Source: an optimization exercise on an open RTL-to-GDS flow (aim: small area). Production flows keep margins and buffers that such runs may drop.
The RTL was checked by simulation tests, not by an equivalence proof against the original design.

==> tundra <==
Design log_motion_ctrl, start of the top module:
module log_motion_ctrl #(
    parameter int NUM_OF_LOGS = 30,
    parameter int SCREEN_W    = 640,
    parameter int SCREEN_H    = 480,
    parameter int SPEED_W     = 3
) (
    input  logic                         CLK,
    input  logic                         resetN,
    input  logic                         startOfFrame,
    input  logic                         load_level,
    input  logic [SPEED_W-1:0]           speed,
    input  logic [NUM_OF_LOGS*9-1:0]     start_offsetX,
    input  logic [NUM_OF_LOGS*9-1:0]     start_offsetY,
    output logic [NUM_OF_LOGS*10-1:0]    logX,
    output logic [NUM_OF_LOGS*9-1:0]     logY,
    output logic                         busy,
    output logic                         frame_done,
    output logic                         overrun
);
    localparam int N     = NUM_OF_LOGS;
    localparam int IDX_W = (N > 1) ? $clog2(N) : 1;
    localparam logic [IDX_W-1:0] LAST_IDX = IDX_W'(N - 1);
    logic              busy_reg, done_reg, ld_reg, overrun_reg;
  ...
==> module log_motion_ctrl, before the edit <==
module log_motion_ctrl #(
    parameter int NUM_OF_LOGS = 30,
    parameter int SCREEN_W    = 640,
    parameter int SCREEN_H    = 480,
    parameter int SPEED_W     = 3
) (
    input  logic                         CLK,
    input  logic                         resetN,
    input  logic                         startOfFrame,
    input  logic                         load_level,
    input  logic [SPEED_W-1:0]           speed,
    input  logic [NUM_OF_LOGS*9-1:0]     start_offsetX,
    input  logic [NUM_OF_LOGS*9-1:0]     start_offsetY,
    output logic [NUM_OF_LOGS*10-1:0]    logX,
    output logic [NUM_OF_LOGS*9-1:0]     logY,
    output logic                         busy,
    output logic                         frame_done,
    output logic                         overrun
);
    localparam int N     = NUM_OF_LOGS;
    localparam int IDX_W = (N > 1) ? $clog2(N) : 1;
    localparam logic [IDX_W-1:0] LAST_IDX = IDX_W'(N - 1);
    logic              busy_reg, done_reg, ld_reg, overrun_reg;
    logic [IDX_W-1:0]  index_reg;
    logic [SPEED_W-1:0] spd_reg;
    logic              last_idx, in_pass;
    assign last_idx = (index_reg == LAST_IDX);
    assign in_pass  = busy_reg & ~done_reg;
    always_ff @(posedge CLK or negedge resetN) begin
        if (!resetN) begin
            busy_reg    <= 1'b0;
            done_reg    <= 1'b0;
            overrun_reg <= 1'b0;
        end else begin
            busy_reg <= load_level | (busy_reg ? ~done_reg : startOfFrame);
            done_reg <= ~load_level & in_pass & last_idx;
            if (busy_reg) begin
                if (startOfFrame) overrun_reg <= 1'b1;
            end else if (load_level) begin
                overrun_reg <= 1'b0;
            end
        end
    end
    always_ff @(posedge CLK) begin
        ld_reg    <= load_level | (busy_reg & ld_reg);
        index_reg <= (in_pass & ~load_level & ~last_idx) ? index_reg + IDX_W'(1) : '0;
        if (!busy_reg) spd_reg <= speed;
    end
    logic [9:0]  cur_x;
    logic [8:0]  off_x, off_y, load_y;
    logic [9:0]  sum_r, dif_l, upd_x;
    always_comb begin
        cur_x = '0;
        off_x = '0;
        off_y = '0;
        for (int k = 0; k < N; k++) begin
            cur_x |= logX[10*k +: 10] & {10{index_reg == IDX_W'(k)}};
            off_x |= start_offsetX[9*k +: 9] & {9{index_reg == IDX_W'(k)}};
            off_y |= start_offsetY[9*k +: 9] & {9{index_reg == IDX_W'(k)}};
        end
        sum_r = cur_x + 10'(spd_reg);
        dif_l = cur_x - 10'(spd_reg);
        if (index_reg[0] == 1'b0) begin
            upd_x = (sum_r[9] & sum_r[7]) ? {7'd0, sum_r[2:0]} : sum_r;
        end else begin
            upd_x = (cur_x < 10'(spd_reg)) ? {dif_l[9], 2'b00, dif_l[6:0]} : dif_l;
        end
        load_y = (off_y >= 9'(SCREEN_H)) ? 9'(off_y - 9'(SCREEN_H)) : off_y;
    end
    logic [17:0] sh [N];
    logic [17:0] sh_in;
    assign sh_in = ~(ld_reg ? {load_y, off_x} : {load_y[8:1], upd_x});
    always_ff @(posedge CLK) begin
        sh[0] <= sh_in;
        for (int p = 1; p < N; p++) sh[p] <= sh[p-1];
    end
    logic [N-1:0][9:0] log_xn_reg;
    logic [N-1:0][8:0] log_yn_reg;
    logic              x_nok_reg, y_nok_reg;
    always_ff @(posedge CLK or negedge resetN) begin
        if (!resetN) begin
            x_nok_reg <= 1'b1;
            y_nok_reg <= 1'b1;
        end else if (done_reg) begin
            x_nok_reg <= 1'b0;
            if (ld_reg) y_nok_reg <= 1'b0;
        end
    end
    always_ff @(posedge CLK) begin
        if (done_reg) begin
            for (int k = 0; k < N; k++) begin
                log_xn_reg[k] <= {ld_reg | sh[N-1-k][9], sh[N-1-k][8:0]};
                if (ld_reg) log_yn_reg[k] <= sh[N-1-k][17:9];
            end
        end
    end
    always_comb begin
        for (int k = 0; k < N; k++) begin
            logX[10*k +: 10] = ~(log_xn_reg[k] | {10{x_nok_reg}});
            logY[9*k +: 9]   = ~(log_yn_reg[k] | {9{y_nok_reg}});
        end
    end
    assign busy       = busy_reg;
    assign frame_done = done_reg;
    assign overrun    = overrun_reg;
endmodule
clock: 10.0 ns
lec_check: 0
cap_margin: 20
core_margin: 2
core_utilization: 60
slew_margin: 20
standard.sh (not shown) runs the stock make flow with config.mk's settings and CLKGATE_MAP_FILE= SYNTH_SCRIPT=/design/flow/synth_recipe.tcl, a recipe that flattens the netlist after the stock synthesis.
==> flow/flow/run.sh <==
#!/bin/bash
# Standard ORFS layout (the standard.sh: unchanged synthesis, floorplan,
# tap cells and power grid) with these overrides:
#  - ports are buffered with the smallest buffer, buf_1
#  - pins may sit on every routing track
#  - CTS uses clkbuf_8 on clusters of up to 24 sinks and inserts no dummy loads
# ORFS writes each step's full log under orfs/logs; make's output goes to flow_make.log.
set -euo pipefail
bash standard.sh \
  "BUFFER_PORTS_ARGS=-buffer_cell sky130_fd_sc_hd__buf_1" \
  "CTS_ARGS=-sink_clustering_enable -repair_clock_nets -dont_use_dummy_load -buf_list sky130_fd_sc_hd__clkbuf_8 -sink_clustering_size 24 -sink_clustering_max_diameter 60" \
  "PLACE_PINS_ARGS=-min_distance 1 -min_distance_in_tracks" \
  finish > flow_make.log 2>&1
==> garnet: changes against tundra <==
--- a/flow/design.v
+++ b/flow/design.v
@@ -78,9 +78,11 @@
     logic [N-1:0][8:0] log_yn_reg;
-    logic              x_nok_reg, y_nok_reg;
+    logic              x_nok_reg, x9_nok_reg, y_nok_reg;
     always_ff @(posedge CLK or negedge resetN) begin
         if (!resetN) begin
-            x_nok_reg <= 1'b1;
-            y_nok_reg <= 1'b1;
+            x_nok_reg  <= 1'b1;
+            x9_nok_reg <= 1'b1;
+            y_nok_reg  <= 1'b1;
         end else if (done_reg) begin
-            x_nok_reg <= 1'b0;
+            x_nok_reg  <= 1'b0;
+            x9_nok_reg <= ld_reg;
             if (ld_reg) y_nok_reg <= 1'b0;
@@ -91,3 +93,3 @@
             for (int k = 0; k < N; k++) begin
-                log_xn_reg[k] <= {ld_reg | sh[N-1-k][9], sh[N-1-k][8:0]};
+                log_xn_reg[k] <= sh[N-1-k][9:0];
                 if (ld_reg) log_yn_reg[k] <= sh[N-1-k][17:9];
@@ -98,3 +100,4 @@
         for (int k = 0; k < N; k++) begin
-            logX[10*k +: 10] = ~(log_xn_reg[k] | {10{x_nok_reg}});
+            logX[10*k +: 9]  = ~(log_xn_reg[k][8:0] | {9{x_nok_reg}});
+            logX[10*k + 9]   = ~(log_xn_reg[k][9] | x9_nok_reg);
             logY[9*k +: 9]   = ~(log_yn_reg[k] | {9{y_nok_reg}});
==> flow/flow/run.sh (replaced) <==
#!/bin/bash
# Standard ORFS layout (the standard.sh: unchanged synthesis, floorplan,
# tap cells and power grid) with these overrides:
#  - ports are buffered with the smallest buffer, buf_1
#  - CTS uses clkbuf_4 on clusters of up to 8 sinks within 25 um, and no dummy loads
# ORFS writes each step's full log under orfs/logs; make's output goes to flow_make.log.
set -euo pipefail
bash standard.sh \
  "BUFFER_PORTS_ARGS=-buffer_cell sky130_fd_sc_hd__buf_1" \
  "CTS_ARGS=-sink_clustering_enable -repair_clock_nets -dont_use_dummy_load -buf_list sky130_fd_sc_hd__clkbuf_4 -sink_clustering_size 8 -sink_clustering_max_diameter 25" \
  finish > flow_make.log 2>&1
- CORE_ASPECT_RATIO: not set -> 0.5
- CORE_UTILIZATION: 60 -> 50
==> notes <==
tundra never finished: it broke off in global routing (5_1_grt) on GRT-0116. garnet produced a clean layout.
Of tundra and garnet, tundra has the higher area after synthesis (gap about 1.3%, measured against garnet).
Against tundra, the synthesized cell count of garnet is smaller by 1.6%.
==> figures <==
| quantity | tundra | garnet |
|---|---|---|
| Status | aborted with a tool error | complete, no violations |
| Last stage reached | global routing (5_1_grt) | - |
| Worst setup timing slack at the placement stage | 4.66 ns | 4.37 ns |
| Number of levels in the clock H-tree | 2 | 4 |
| Count of cell types in the netlist | 93 | 71 |
| Post-Synthesis Mean Instance Area | 13.8 um2 | 13.9 um2 |
| Simple-gate share of the synthesized area | 10.7% | 10.4% |
| Number of instances in the placed design | 4,545 | 4,660 |
| Starting Density | 60.8% | 50.7% |
| # rows | 91 | 70 |
| Clock Tree Root | clkbuf_8 | clkbuf_4 |
| Num CTS Buffers | 57 | 176 |
| Number of register bits inferred by synthesis | 1,124 | 1,125 |
| Top-area cell type share of the netlist area | 45.7% | 46.2% |
| Post-synthesis async set-or-reset flop share | 0.445% | 0.533% |
| Clock net sink count | 1,124 | 1,125 |
| Synth Instances | 2,727 | 2,683 |
| Post-synthesis share of cell area spent on full adders, half adders and majority gates | 0.538% | 0.545% |
| Netlist area before placement | 0.0377 mm2 | 0.0372 mm2 |
| Post-Synth XOR/XNOR Area | 0.349% | 0.259% |
| Share of synthesized area spent on multiplexers | 1.00% | 0.985% |
| Number of nets produced by synthesis | 3,289 | 3,245 |
| Die width | 255 um | 390 um |
| HPWL reported at the end of detailed placement | 114,000 um | 144,000 um |

re-timing with driven ports:
The results above use ideal ports. As a check the final layout listed here was re-extracted and re-timed, cells and wires unchanged.
Step 1, drivers: a clkbuf_16 drives CLK and a buf_2 each remaining input, both assumed.
Step 2 adds t to the input delays and takes it off the output delays; t is the mean of the earliest and latest rising clock arrival at the registers after step 1. Input paths then give back, and output paths get back, about the clock's delay inside the block.
a / b / c = ideal / step 1 / step 2; a / b = the first two.
run: garnet
shift t [ns]: 1.058
setup slack, ns: 4.181 / 4.151 / 4.181
pins driven straight from the clock port: 1
After both steps setup and hold are still met in garnet. For garnet, drivers alone change the setup slack by -0.030 ns; drivers and shift together by 0.000 ns.
